What follows belongs to an exercise in optimizing a design on an open flow for small area, a short achievable clock period and few clock cycles per item; a production flow would make more cautious choices.
No run shown here included a check of the RTL's function; only the layout flow was run.
Power and IR drop assume default switching activity.

File: run.sh
#!/bin/bash
# synth_recipe.tcl (not shown) runs the flow's synth.tcl, then flattens the netlist and writes it again
# the make line also repeats each setting of config.mk as NAME=value (left out here)
make -C /OpenROAD-flow-scripts/flow DESIGN_CONFIG=/design/flow/config.mk WORK_HOME=/design/flow/orfs CLKGATE_MAP_FILE= SYNTH_SCRIPT=/design/flow/synth_recipe.tcl finish
File: config.mk
export PLATFORM = sky130hd
export DESIGN_NAME = priority_semaphore_bank_top
export DESIGN_NICKNAME = priority_semaphore_bank_top
export VERILOG_FILES = /design/flow/design.v
export SDC_FILE = /design/flow/constraint.sdc
export NUM_CORES = 4
export LEC_CHECK = 0
export CAP_MARGIN = 20
export CORE_MARGIN = 2
export CORE_UTILIZATION = 40
export CTS_BUF_LIST = sky130_fd_sc_hd__clkbuf_8
export CTS_CLUSTER_DIAMETER = 80
export CTS_CLUSTER_SIZE = 16
export SETUP_SLACK_MARGIN = 2.5
export SLEW_MARGIN = 20
File: constraint.sdc
create_clock -name core_clock -period 5.0 [get_ports {aclk}]
set_input_delay 1.0000 -clock core_clock [delete_from_list [all_inputs] [get_ports {aclk}]]
set_output_delay 1.0000 -clock core_clock [all_outputs]
set_load 0.01 [all_outputs]
File: design.v
package psb_pkg;
    localparam int NUM_SEM    = 8;
    localparam int MAX_TASKS  = 32;
    localparam int CNT_W      = 16;
    localparam int S_TDATA_W  = 48;
    localparam int M_TDATA_W  = 16;
    localparam int CFG_DATA_W = 64;
    localparam logic [1:0] ST_OK      = 2'd0;
    localparam logic [1:0] ST_BLOCKED = 2'd1;
    localparam logic [1:0] ST_REFUSED = 2'd2;
    localparam logic [1:0] ST_TIMEOUT = 2'd3;
endpackage
module psb_prienc (
    input  logic [31:0] vec,
    output logic [31:0] drop,
    output logic [5:0]  prio,
    output logic        two
);
    logic [31:0] s [6];    
    logic [31:0] above;    
    logic [31:0] top;
    logic [15:0] a1, t1;   
    logic [7:0]  a2, t2;
    logic [3:0]  a3, t3;
    logic [1:0]  a4, t4;
    always_comb begin
        s[0] = vec;
        for (int k = 0; k < 5; k++) begin
            for (int i = 0; i < 32; i++) begin
                if (((i >> k) & 1) == 0) s[k+1][i] = s[k][i] | s[k][((i >> k) + 1) << k];
                else                     s[k+1][i] = s[k][i];
            end
        end
        above = {1'b0, s[5][31:1]};
        drop  = vec & above;
        top   = vec & ~above;
        prio  = '0;
        for (int i = 0; i < 32; i++) begin
            prio = prio | ({6{top[i]}} & 6'(i + 1));
        end
        for (int i = 0; i < 16; i++) begin
            a1[i] = vec[2*i] | vec[2*i+1];
            t1[i] = vec[2*i] & vec[2*i+1];
        end
        for (int i = 0; i < 8; i++) begin
            a2[i] = a1[2*i] | a1[2*i+1];
            t2[i] = t1[2*i] | t1[2*i+1] | (a1[2*i] & a1[2*i+1]);
        end
        for (int i = 0; i < 4; i++) begin
            a3[i] = a2[2*i] | a2[2*i+1];
            t3[i] = t2[2*i] | t2[2*i+1] | (a2[2*i] & a2[2*i+1]);
        end
        for (int i = 0; i < 2; i++) begin
            a4[i] = a3[2*i] | a3[2*i+1];
            t4[i] = t3[2*i] | t3[2*i+1] | (a3[2*i] & a3[2*i+1]);
        end
        two = t4[0] | t4[1] | (a4[0] & a4[1]);
    end
endmodule
module psb_core (
    input  logic        aclk,
    input  logic        aresetn,
    input  logic        cfg_mask,     
    input  logic        cfg_counts,   
    input  logic [63:0] cfg_data,
    input  logic        rd_take,      
    input  logic [7:0]  rd_sel,       
    input  logic        ex_fire,
    input  logic [7:0]  sel,          
    input  logic [4:0]  pidx,
    input  logic        op_wait,      
    input  logic        op_block,     
    input  logic        op_sig,       
    input  logic        op_res,       
    output logic [1:0]  status,
    output logic        rel_valid,
    output logic [5:0]  rel_prio
);
    logic [7:0]  cmask_reg;
    logic [15:0] cnt_reg  [8];
    logic [31:0] mask_reg [8];
    logic [7:0]  any_reg;     
    logic [15:0] c;
    logic [31:0] b;
    logic        z, full, any, cm;
    logic [15:0] rc;
    logic [31:0] rb;
    logic [15:0] pz [5];
    logic [15:0] po [5];
    logic [15:0] lz, lo;
    logic        eq1, eqfe;
    logic [31:0] pbit;
    logic        hit;         
    logic [31:0] drop;
    logic [5:0]  top_prio;
    logic        two;
    logic        dec, inc, blk;
    logic [15:0] cnt_new;
    logic [31:0] mask_new;
    logic        z_new, full_new, any_new;
    logic        keep;
    logic [15:0] cnt_base;
    logic [31:0] mask_wd;
    logic        any_wd;
    logic        rany;
    logic        fwd;
    logic        rcm;
    logic [7:0]  rsel;
    always_ff @(posedge aclk) begin
        if (!aresetn) begin
            cmask_reg <= '0;
        end else if (cfg_mask) begin
            cmask_reg <= cfg_data[7:0];
        end
    end
    always_comb begin
        pz[0] = ~c;
        po[0] = c;
        for (int k = 0; k < 4; k++) begin
            for (int i = 0; i < 16; i++) begin
                if ((i >> k) & 1) begin
                    pz[k+1][i] = pz[k][i] & pz[k][((i >> k) << k) - 1];
                    po[k+1][i] = po[k][i] & po[k][((i >> k) << k) - 1];
                end else begin
                    pz[k+1][i] = pz[k][i];
                    po[k+1][i] = po[k][i];
                end
            end
        end
        lz = {pz[4][14:0], 1'b1};
        lo = {po[4][14:0], 1'b1};
    end
    assign eq1  = c[0] & (c[15:1] == 15'd0);
    assign eqfe = ~c[0] & (c[15:1] == 15'h7FFF);
    always_comb begin
        for (int i = 0; i < 32; i++) pbit[i] = (pidx == 5'(i));
    end
    assign hit = |(b & pbit);
    psb_prienc u_prienc (
        .vec  (b),
        .drop (drop),
        .prio (top_prio),
        .two  (two)
    );
    assign dec     = op_wait & ~z;
    assign inc     = op_sig & ~any & (cm ? ~full : z);
    assign blk     = op_block & z;
    assign cnt_new = c ^ (({16{dec}} & lz) | ({16{inc}} & lo));
    always_comb begin
        mask_new = b;
        if (op_sig)      mask_new = drop;
        else if (op_res) mask_new = b & ~pbit;
        else if (blk)    mask_new = b | pbit;
    end
    assign z_new    = dec ? eq1 : (z & ~inc);
    assign full_new = inc ? eqfe : (full & ~dec);
    assign any_new  = op_sig ? two :
                      op_res ? ((b & ~pbit) != 32'd0) :
                      (any | blk);
    always_comb begin
        status = psb_pkg::ST_REFUSED;
        if (op_wait) begin
            if (!z)            status = psb_pkg::ST_OK;
            else if (op_block) status = psb_pkg::ST_BLOCKED;
        end else if (op_sig) begin
            if (any | inc)     status = psb_pkg::ST_OK;
        end else if (op_res) begin
            status = hit ? psb_pkg::ST_TIMEOUT : psb_pkg::ST_OK;
        end
    end
    assign rel_valid = op_sig & any;
    assign rel_prio  = op_sig ? top_prio : 6'd0;
    assign keep     = aresetn & ~cfg_counts;
    assign cnt_base = cnt_new & {16{keep}};
    assign mask_wd  = mask_new & {32{keep}};
    assign any_wd   = any_new & keep;
    for (genvar s = 0; s < 8; s++) begin : g_sem
        logic        we;
        logic [7:0]  bt;
        logic [15:0] cw;
        assign bt = cfg_data[8*s +: 8];
        assign we = ~aresetn | cfg_counts | (ex_fire & sel[s]);
        assign cw[15:8] = cnt_base[15:8];
        assign cw[7:0]  = cfg_counts ?
                          {bt[7:1] & {7{cmask_reg[s]}}, cmask_reg[s] ? bt[0] : (bt != 8'd0)} :
                          cnt_base[7:0];
        always_ff @(posedge aclk) begin
            if (we) begin
                cnt_reg[s]  <= cw;
                mask_reg[s] <= mask_wd;
                any_reg[s]  <= any_wd;
            end
        end
    end
    assign fwd  = ex_fire & ((rd_sel & sel) != 8'd0);
    assign rsel = rd_take ? rd_sel : sel;
    always_comb begin
        rc  = '0;
        rb  = '0;
        rcm = 1'b0;
        rany = 1'b0;
        for (int s = 0; s < 8; s++) begin
            rany = rany | (any_reg[s] & rsel[s]);
            rc  = rc  | (cnt_reg[s]  & {16{rsel[s]}});
            rb  = rb  | (mask_reg[s] & {32{rsel[s]}});
            rcm = rcm | (cmask_reg[s] & rsel[s]);
        end
    end
    always_ff @(posedge aclk) begin
        if (fwd) begin
            c    <= cnt_new;
            b    <= mask_new;
            z    <= z_new;
            full <= full_new;
            any  <= any_new;
        end else begin
            c    <= rc;
            b    <= rb;
            z    <= (rc == 16'd0);
            full <= (rc == 16'hFFFF);
            any  <= rany;
        end
        cm <= rcm;
    end
endmodule
module priority_semaphore_bank_top (
    input  logic         aclk,
    input  logic         aresetn,
    input  logic         s_tvalid,
    output logic         s_tready,
    input  logic [47:0]  s_tdata,
    output logic         m_tvalid,
    input  logic         m_tready,
    output logic [15:0]  m_tdata,
    input  logic         cfg_valid,
    output logic         cfg_ready,
    input  logic [0:0]   cfg_index,
    input  logic [63:0]  cfg_data
);
    typedef struct packed {
        logic [7:0] sel;
        logic [4:0] pidx;
        logic       op_wait;
        logic       op_block;
        logic       op_sig;
        logic       op_res;
    } req_t;
    logic       x_vld, o0_vld, o1_vld;
    req_t       x_req, s_req;
    logic [8:0] o0, o1, rsp;
    logic       s_fire, x_fire, o_pop;
    logic       x_vld_n, o0_vld_n, o1_vld_n, take;
    logic [1:0] mode;
    logic [5:0] prio;
    logic       prio_ok, tmo_nz;
    logic [1:0] status;
    logic       rel_valid;
    logic [5:0] rel_prio;
    assign mode    = s_tdata[1:0];
    assign prio    = s_tdata[10:5];
    assign tmo_nz  = |s_tdata[42:11];
    assign prio_ok = (prio != 6'd0) && (prio <= 6'd32);
    assign s_req.sel      = 8'd1 << s_tdata[4:2];
    assign s_req.pidx     = prio[4:0] - 5'd1;
    assign s_req.op_wait  = (mode == 2'd0);
    assign s_req.op_block = (mode == 2'd0) && tmo_nz && prio_ok;
    assign s_req.op_sig   = (mode == 2'd1);
    assign s_req.op_res   = (mode == 2'd2) && prio_ok;
    assign cfg_ready = 1'b1;
    assign x_fire   = x_vld && !o1_vld;
    assign s_tready = take;
    assign s_fire   = s_tvalid && take;
    assign o_pop    = o0_vld && m_tready;
    always_comb begin
        if (!aresetn) begin
            x_vld_n  = 1'b0;
            o0_vld_n = 1'b0;
            o1_vld_n = 1'b0;
        end else begin
            x_vld_n = s_fire || (x_vld && !x_fire);
            if (!o0_vld || o_pop) begin
                o0_vld_n = o1_vld || x_fire;
                o1_vld_n = 1'b0;
            end else begin
                o0_vld_n = o0_vld;
                o1_vld_n = o1_vld || x_fire;
            end
        end
    end
    always_ff @(posedge aclk) begin
        x_vld  <= x_vld_n;
        o0_vld <= o0_vld_n;
        o1_vld <= o1_vld_n;
        take   <= !x_vld_n || !o1_vld_n;
    end
    assign rsp = {rel_prio, rel_valid, status};
    always_ff @(posedge aclk) begin
        if (s_fire) x_req <= s_req;
        if (!o0_vld || o_pop) begin
            o0 <= o1_vld ? o1 : rsp;
        end else if (!o1_vld) begin
            o1 <= rsp;
        end
    end
    psb_core u_core (
        .aclk       (aclk),
        .aresetn    (aresetn),
        .cfg_mask   (cfg_valid && (cfg_index == 1'b0)),
        .cfg_counts (cfg_valid && (cfg_index == 1'b1)),
        .cfg_data   (cfg_data),
        .rd_take    (take),
        .rd_sel     (s_req.sel),
        .ex_fire    (x_fire),
        .sel        (x_req.sel),
        .pidx       (x_req.pidx),
        .op_wait    (x_req.op_wait),
        .op_block   (x_req.op_block),
        .op_sig     (x_req.op_sig),
        .op_res     (x_req.op_res),
        .status     (status),
        .rel_valid  (rel_valid),
        .rel_prio   (rel_prio)
    );
    assign m_tvalid = o0_vld;
    assign m_tdata  = {7'd0, o0};
endmodule
==> results of run 1 <==
layout make-up:
cell class	instances	share of cell area, %
clock buffers	39	2.043
clock inverters	28	0.6621
inverters	18	0.2763
multi-input cells	1122	30.74
flip-flops and latches	491	53.86
well taps	688	3.277
repair buffers	262	9.145
logic make-up after synthesis:
logic type      Yosys count  synth area share, %
compound gates          541                17.29
simple gates            494                11.94
flops                   491                65.57
buf+inv                 154                2.926
mux                      27                1.274
xor+xnor                 20               0.8144
fa+ha+maj                 3               0.1512
other cells               2              0.03492
what timing repair did:
| action | 4_1_cts | 5_1_grt |
|---|---|---|
| cloned | 21 | 8 |
| pin swaps | 26 | 43 |
| hold buffers | 0 | 0 |
| buffers inserted | 70 | 47 |
| endpoints found under the setup margin | 853 | 507 |
| resized for setup | 163 | 144 |
where the power goes:
part | total (mW) | switching, mW | internal (mW)
Combinational | 1.76 | 1.08 | 0.681
Sequential | 5.46 | 0.388 | 5.07
Clock | 2.16 | 1.31 | 0.841
worst min-delay path by stage:
stage	startpoint	endpoint	slack, ns	cells after the start
finish	x_vld$_DFF_P_	o0_vld$_SDFFE_PN0P_	0.55	1
floorplan	x_vld$_DFF_P_	o0_vld$_SDFFE_PN0P_	0.48	1
global placement	x_vld$_DFF_P_	o0_vld$_SDFFE_PN0P_	0.51	1
CTS	x_vld$_DFF_P_	o0_vld$_SDFFE_PN0P_	0.56	1
detailed placement	x_vld$_DFF_P_	o0_vld$_SDFFE_PN0P_	0.52	1
global route	x_vld$_DFF_P_	o0_vld$_SDFFE_PN0P_	0.58	1
worst max-delay path: cells and delay by family (launching register included):
family           cells  cell delay (ns)
flip-flops           1             0.77
AO/OA/AOI/OAI        2             0.37
AND/OR/NAND/NOR      5             1.50
layer usage:
layer  up-vias  GRT usage, %  share of wire, %
li1       7203             -                 -
met1      8486         37.73                41
met2      1141         40.23                43
met3       220         4.728                11
met4         4         9.940               5.4
met5         -             0             0.051
through the flow:
stage,setup slack (ns),hold WS (ns),cell area [um^2]
3_3_place_gp,0.8207,0.5061,23420
5_1_grt,2.293,0.5840,26270
2_1_floorplan,2.326,0.4796,21860
3_5_place_dp,0.8220,0.5221,23420
6_report,2.245,0.5528,26270
4_1_cts,2.312,0.5604,25330
layout by cell type (no fill, tap or decap), types with 9 or more instances in the layout:
cell	netlist	routed
nand2_1	109	104
a21oi_1	87	85
nor3_1	63	54
a31oi_1	12	12
nand3_1	16	14
clkdlybuf4s50_1	0	109
edfxtp_1	427	427
nor4_1	32	22
nor2_2	0	42
a21o_4	0	22
dfxtp_2	0	11
or2_2	9	11
dlygate4sd2_1	0	11
nor2_1	114	66
a22o_1	25	25
nand3b_1	12	12
and3_1	13	12
a21o_1	64	56
inv_1	17	40
xor2_1	10	10
clkbuf_8	0	39
or2_4	0	9
o21ai_0	78	69
nand4_1	26	26
buf_6	1	25
a22oi_1	187	180
buf_4	8	111
mux2i_1	24	23
dfxtp_1	64	45
o22ai_1	14	13
nor2b_1	28	14
==> flow_summary.ini, run 1 <==
[sta]
timing.fmax_mhz = 363.0
min_period_ns = 2.755
rsz0062_at_grt = true
setup_violations = 0
fin_crit_sh_pct = 55.10
finalMaxSlewViolations = 0
hold_viol_final = 0
fin_skew_ns = 0.04933
finalSetupTns_ns = 0
worst_pin_slew_ns = 1.010
max_slew_margin_pct = 32.69

[worst_setup_path]
endpoint = u_core.z$_DFF_P_
r2r_start = x_req[12]$_DFFE_PP_
cp_slowest_stage_delay_ns = 0.77
crit_slowest_cell = edfxtp_1
criticalPathCategory = reg2reg
cp.arrival_ns = 3.29
crit_fanout = 8
reg2reg_slack_ns = 2.25
path_cells = nor2b_4 > or2_4 > a22oi_1 > and4_1 > nor2b_2 > and4_1 > a32o_2
r2r-end = u_core.z$_DFF_P_
crit_path_end_kind = flip-flop
start_kind = flip-flop
crit_required_ns = 5.54
cpMostUsedCell = and4_1
reg2reg_depth = 7
crit_start = x_req[12]$_DFFE_PP_

[yosys]
yosysTopAreaCell = edfxtp_1
synthArstFlopShare_pct = 0
yosysSeqAreaShare_pct = 65.57
netlist_area_um2 = 21510
synth-edff-count = 427
ys_ff_latch = 491
yosysMostFrequentCell = edfxtp_1
synth_top_cell_area_share_pct = 59.62
synth-warning-count = 8
syn_avg_cell_area_um2 = 12.42
synth_top_flop_cell = edfxtp_1
synth_common_cells = edfxtp_1 (427), a22oi_1 (187), nor2_1 (114)
synth.area.top_cells = edfxtp_1 (60%), a22oi_1 (6.5%), dfxtp_1 (6.0%), a21o_1 (2.2%), a21oi_1 (2.0%)
syn_inst = 1732
yosysUniqueCellTypes = 80

[die]
rows = 84
initial_core_util_pct = 40.68
die-area_um2 = 55640
die_y_um = 235.9
ios = 137
die_w_um = 235.9
core_area_um2 = 52870

[layout]
multi_input_area_um2 = 8074
fin_nets = 2051
largest_reg_flops = 256
n_fill_cell = 4658
diodes = 0
layoutNonFillerInstCount = 2648
drive_above_1_share_pct = 21.53
final_core_util_pct = 49.69
seq_area_um2 = 14150
areaGrowthSynthToFinish_pct = 22.13

[cts]
cts_max_level = 2
cts_made_buffers = 37
clockRootBuffer = clkbuf_8
clkSinkCount = 491
cts.clk_slew.worst_paths_ns = 0.11
cts_tree = yes
clk_path_buf_depth = 3
clk_latency_ns = 0.65

[detailed_routing]
drc = 0
dr.pass1.iters = 5
drtAntennaViolNets = 0
vias = 17054
drtIter0Drc = 2353
wl_per_cell_um = 29.67
vias_per_cell = 6.440
wirelength_um = 78560

[power_and_ir_drop]
p_total_mw = 9.380
power.leakage_nw = 9.898
ir_drop_mv = 0.1733
p_per_area_nw_per_um2 = 357.1

[place]
place.gp.congestion = 0.9796
io_buffer_count = 123
dp_hpwl_um = 38730
dp.cells = 2435

[global_routing]
grt_antenna_before_repair = 4
grt_overflow = 0
grt_max_degree = 65
grt_pass1_wl_um = 108400
grt_pass1_vias = 15832
grtUsageTotal_pct = 26.42

[run]
drv_cap = 0

[status]
status = complete, no violations

[hold_path]
min_path_type = reg2reg
==> run 2: changes to the inputs <==
--- a/design.v
+++ b/design.v
@@ -65,8 +65,9 @@
     input  logic [63:0] cfg_data,
     input  logic        rd_take,      
-    input  logic [7:0]  rd_sel,       
+    input  logic [2:0]  rd_sem,       
     input  logic        ex_fire,
-    input  logic [7:0]  sel,          
-    input  logic [4:0]  pidx,
+    input  logic [2:0]  sem,          
+    input  logic [3:0]  plo,          
+    input  logic [7:0]  phi,          
     input  logic        op_wait,      
     input  logic        op_block,     
@@ -134,5 +135,5 @@
     assign eqfe = ~c[0] & (c[15:1] == 15'h7FFF);
     always_comb begin
-        for (int i = 0; i < 32; i++) pbit[i] = (pidx == 5'(i));
+        for (int i = 0; i < 32; i++) pbit[i] = plo[i % 4] & phi[i / 4];
     end
     assign hit = |(b & pbit);
@@ -156,5 +157,5 @@
     assign full_new = inc ? eqfe : (full & ~dec);
     assign any_new  = op_sig ? two :
-                      op_res ? ((b & ~pbit) != 32'd0) :
+                      op_res ? (two | (any & ~hit)) :
                       (any | blk);
     always_comb begin
@@ -180,5 +181,5 @@
         logic [15:0] cw;
         assign bt = cfg_data[8*s +: 8];
-        assign we = ~aresetn | cfg_counts | (ex_fire & sel[s]);
+        assign we = ~aresetn | cfg_counts | (ex_fire & (sem == 3'(s)));
         assign cw[15:8] = cnt_base[15:8];
         assign cw[7:0]  = cfg_counts ?
@@ -193,6 +194,6 @@
         end
     end
-    assign fwd  = ex_fire & ((rd_sel & sel) != 8'd0);
-    assign rsel = rd_take ? rd_sel : sel;
+    assign fwd  = ex_fire & (rd_sem == sem);
+    assign rsel = 8'd1 << (rd_take ? rd_sem : sem);
     always_comb begin
         rc  = '0;
@@ -239,5 +240,5 @@
 );
     typedef struct packed {
-        logic [7:0] sel;
+        logic [2:0] sem;
         logic [4:0] pidx;
         logic       op_wait;
@@ -248,4 +249,6 @@
     logic       x_vld, o0_vld, o1_vld;
     req_t       x_req, s_req;
+    logic [3:0] x_plo;            
+    logic [7:0] x_phi;
     logic [8:0] o0, o1, rsp;
     logic       s_fire, x_fire, o_pop;
@@ -261,5 +264,5 @@
     assign tmo_nz  = |s_tdata[42:11];
     assign prio_ok = (prio != 6'd0) && (prio <= 6'd32);
-    assign s_req.sel      = 8'd1 << s_tdata[4:2];
+    assign s_req.sem      = s_tdata[4:2];
     assign s_req.pidx     = prio[4:0] - 5'd1;
     assign s_req.op_wait  = (mode == 2'd0);
@@ -296,5 +299,9 @@
     assign rsp = {rel_prio, rel_valid, status};
     always_ff @(posedge aclk) begin
-        if (s_fire) x_req <= s_req;
+        if (s_fire) begin
+            x_req <= s_req;
+            x_plo <= 4'd1 << s_req.pidx[1:0];
+            x_phi <= 8'd1 << s_req.pidx[4:2];
+        end
         if (!o0_vld || o_pop) begin
             o0 <= o1_vld ? o1 : rsp;
@@ -310,8 +317,9 @@
         .cfg_data   (cfg_data),
         .rd_take    (take),
-        .rd_sel     (s_req.sel),
+        .rd_sem     (s_req.sem),
         .ex_fire    (x_fire),
-        .sel        (x_req.sel),
-        .pidx       (x_req.pidx),
+        .sem        (x_req.sem),
+        .plo        (x_plo),
+        .phi        (x_phi),
         .op_wait    (x_req.op_wait),
         .op_block   (x_req.op_block),
==> flow/run.sh (new file) <==
#!/bin/bash
# Own layout flow: the standard ORFS flow (standard.sh: the unchanged
# synthesis script and registers, the design's clock and constraints), with
# one setting added on the make command line: the port buffers that
# buffer_ports inserts on every input and output are sky130_fd_sc_hd__buf_2.
# make's output goes to standard.log in the work folder; ORFS writes each
# step's tool log under orfs/logs/.
set -euo pipefail
cd "$(dirname "$0")/.."
bash standard.sh "BUFFER_PORTS_ARGS=-buffer_cell sky130_fd_sc_hd__buf_2" finish > standard.log 2>&1
==> standard.sh (new file) <==
#!/bin/bash
# synth_recipe.tcl (not shown) runs the flow's synth.tcl, then flattens the netlist and writes it again
# the make line also repeats each setting of config.mk as NAME=value (left out here)
make -C /OpenROAD-flow-scripts/flow DESIGN_CONFIG=/design/flow/config.mk WORK_HOME=/design/flow/orfs CLKGATE_MAP_FILE= SYNTH_SCRIPT=/design/flow/synth_recipe.tcl "${@:-finish}"
removed: run.sh
==> run 2 against run 1 <==
  * Hold slack lost 0.027 ns
  * Global-route usage is 0.75 points lower
  * Critical path depth is 2 higher
  * Sequential share of layout area rose by 0.52 points
  * Combinational power decreased by 16%
  * Count of clock-buffer cells in the layout up 1
  * Synthesized cell count rose by 5.3%
==> flow_summary.ini, run 2 <==
[status]
status = complete, no violations

[sta]
rsz0062_at_grt = true
hold_viol_final = 0
min_period_ns = 2.875
fin_crit_sh_pct = 57.50
fin_skew_ns = 0.03051
finalSetupTns_ns = 0
worst_pin_slew_ns = 0.9678
finalMaxSlewViolations = 0
timing.fmax_mhz = 347.8
timing.hold.ws_ns = 0.5262
max_slew_margin_pct = 35.48
setup_violations = 0

[yosys]
yosysTopAreaCell = edfxtp_1
synth_top_cell_area_share_pct = 58.87
synth-edff-count = 429
synthAdderAreaFrac_pct = 0.1487
yosysUniqueCellTypes = 82
ys_ff_latch = 493
yosysMostFrequentCell = edfxtp_1
synthArstFlopShare_pct = 0
synth_compound_area_share_pct = 16.36
syn_inst = 1824
yosysSeqAreaShare_pct = 64.73
synth_common_cells = edfxtp_1 (429), nand2_1 (229), a21oi_1 (166)
synthXorXnorAreaFrac_pct = 0.8406
synth_top_family_by_area = compound AO/OA/AOI/OAI gates
synth-warning-count = 8
synth_top_flop_cell = edfxtp_1
synth_mux_area_share_pct = 3.008
synthSimpleGateAreaFrac_pct = 11.86
syn_avg_cell_area_um2 = 12.00
synth.area.top_cells = edfxtp_1 (59%), dfxtp_1 (5.9%), nand2_1 (3.9%), a21oi_1 (3.8%), nor2_1 (2.3%)
netlist_area_um2 = 21880

[place]
dp.cells = 2556
io_buffer_count = 123
place.gp.congestion = 0.9412
place_area_um2 = 23420
dp_hpwl_um = 42890

[layout]
final_cell_mix = edfxtp_1 (429), nand2_1 (221), a21oi_1 (161)
final_core_util_pct = 48.39
areaGrowthSynthToFinish_pct = 19.24
drive_above_1_share_pct = 24.46
final_area_um2 = 26090
layout_commonest_cell = edfxtp_1
fin_nets = 2135
layoutNonFillerInstCount = 2742
largest_reg_flops = 256

[die]
die-area_um2 = 56590
die_y_um = 237.9
initial_core_util_pct = 40.58
die_w_um = 237.9
core_area_um2 = 53920
ios = 137
rows = 85

[power_and_ir_drop]
power.leakage_nw = 9.966
ir_drop_mv = 0.2342
p_per_area_nw_per_um2 = 341.1

[cts]
clk_latency_ns = 0.65
cts_made_buffers = 37
clk_path_buf_depth = 3
ctsHoldBuffers = 0
cts_tree = yes
cts.clk_slew.worst_paths_ns = 0.11
cts_max_level = 2
clockRootBuffer = clkbuf_8
clkSinkCount = 493

[worst_setup_path]
crit_path_end_kind = flip-flop
start_kind = input port
cp_slowest_stage_delay_ns = 0.47
crit_fanout = 7
cp.arrival_ns = 3.42
crit_required_ns = 5.54
cpMostUsedCell = buf_4
crit_slowest_cell = or4_1
criticalPathCategory = in2reg
path_cells = buf_4 > mux2_8 > buf_4 > mux2_2 > a221oi_1 > o21a_1 > nand4_1 > or4_1 > o41ai_2

[global_routing]
grt_overflow = 0
grt_antenna_before_repair = 1
grtUsageTotal_pct = 25.67
grt_pass1_wl_um = 107100
grt_max_degree = 50
grt_pass1_vias = 16266

[detailed_routing]
wl_per_cell_um = 27.10
drtAntennaViolNets = 0
vias = 16784
wirelength_um = 74320
vias_per_cell = 6.121
dr.pass1.iters = 6
drc = 0
drtIter0Drc = 1949

[hold_path]
min_path_type = reg2reg

[run]
drv_cap = 0
==> run 2: cell types whose count changed in the layout (fill, tap and decap cells not counted), sizes merged, moves of 19 or more <==
cell,before,now
a211oi,5,32
a21o,80,50
a21oi,88,166
a221oi,9,41
a22oi,187,29
buf,141,281
clkdlybuf4s50,109,0
nand2,110,229
nor2,114,136
o21ai,80,54
or2,20,1
==> run 2: cells by family after synthesis <==
family                     count (synthesis)
muxes                                     56
adders and majority gates                  3
xor gates and xnor gates                  21
buffers and inverters                    158
AOI/OAI and AO/OA                        527
and+or+nand+nor                          564
DFF                                      493
other                                      2
==> run 2: stage by stage <==
| step | worst slack (ns) | power [mW] |
|---|---|---|
| after floorplan | 1.999 | 6.059 |
| after global placement | 1.114 | 6.565 |
| after detailed placement | 0.9779 | 6.596 |
| after CTS | 2.155 | 8.803 |
| after global routing | 2.069 | 9.218 |
| final | 2.125 | 8.900 |
==> run 2: layout make-up <==
| type | count | area, um^2 |
|---|---|---|
| fillers | 4742 | 27830 |
| flip-flops and latches | 493 | 14190 |
| multi-input cells | 1182 | 7974 |
| repair buffers | 286 | 2322 |
| well taps | 696 | 870.8 |
| clock buffers | 40 | 550.5 |
| clock inverters | 27 | 117.6 |
| inverters | 16 | 63.81 |
| diodes | 2 | 5.005 |
==> run 2: worst paths after layout <==
check	start	endpoint	slack, ns	cells after the start
worst max-delay path	s_tdata[2]	u_core.z$_DFF_P_	2.12	9
worst min-delay path	u_core.mask_reg[3][14]$_DFFE_PP_	u_core.b[14]$_DFF_P_	0.53	2
worst max register to register	take$_DFF_P_	u_core.z$_DFF_P_	2.16	9
worst min register to register	u_core.mask_reg[3][14]$_DFFE_PP_	u_core.b[14]$_DFF_P_	0.53	2
==> run 2: where the power goes <==
group,leakage (nW),switching (mW),internal (mW)
Clock,0.420,1.34,0.753
Sequential,5.08,0.339,4.99
Combinational,4.47,0.910,0.562
==> run 2: metal layers <==
metal,track usage (%),wire length [um],vias to the layer above
met3,3.899,6429,138
met1,34.88,30140,8427
met4,10.02,2743,0
met2,41.59,35000,844
met5,0,0,-
li1,-,-,7375
==> run 2: worst max-delay path, delay by kind of cell <==
family	cells	cell delay [ns]
mux	2	0.68
simple gates	2	0.62
buf+inv	2	0.35
compound gates	3	0.76
==> run 2: timing repair <==
action / 4_1_cts / 5_1_grt
setup buffers: 75 / 33
endpoints found under the setup margin: 697 / 574
cloned: 6 / 3
pin swaps: 17 / 29
gates resized for setup: 117 / 108

-- static timing again, ports no longer ideal --
Ports are ideal in the flow. The routed layouts listed here were re-timed in OpenROAD.
Step 1: set_driving_cell puts a clkbuf_16 on aclk and a buf_2 on each other input, an assumption about the parent block.
Step 2, shift: input delay + t, output delay - t, t = (earliest + latest rising clock arrival at the registers) / 2. This alone moves slack from input paths to output paths.
Three values: no drivers, after step 1, after step 2; two values: the first two.
run | shift t [ns] | slack for setup (ns) | worst setup path after step 2
run 1 | 0.680 | 2.245 / 2.245 / 1.719 | input to register
run 2 | 0.694 | 2.125 / 2.157 / 1.463 | input to register
After both steps every run listed still meets setup and hold. The setup slack of run 2, which loses most, moves by +0.032 ns with the drivers and by -0.662 ns with both steps.
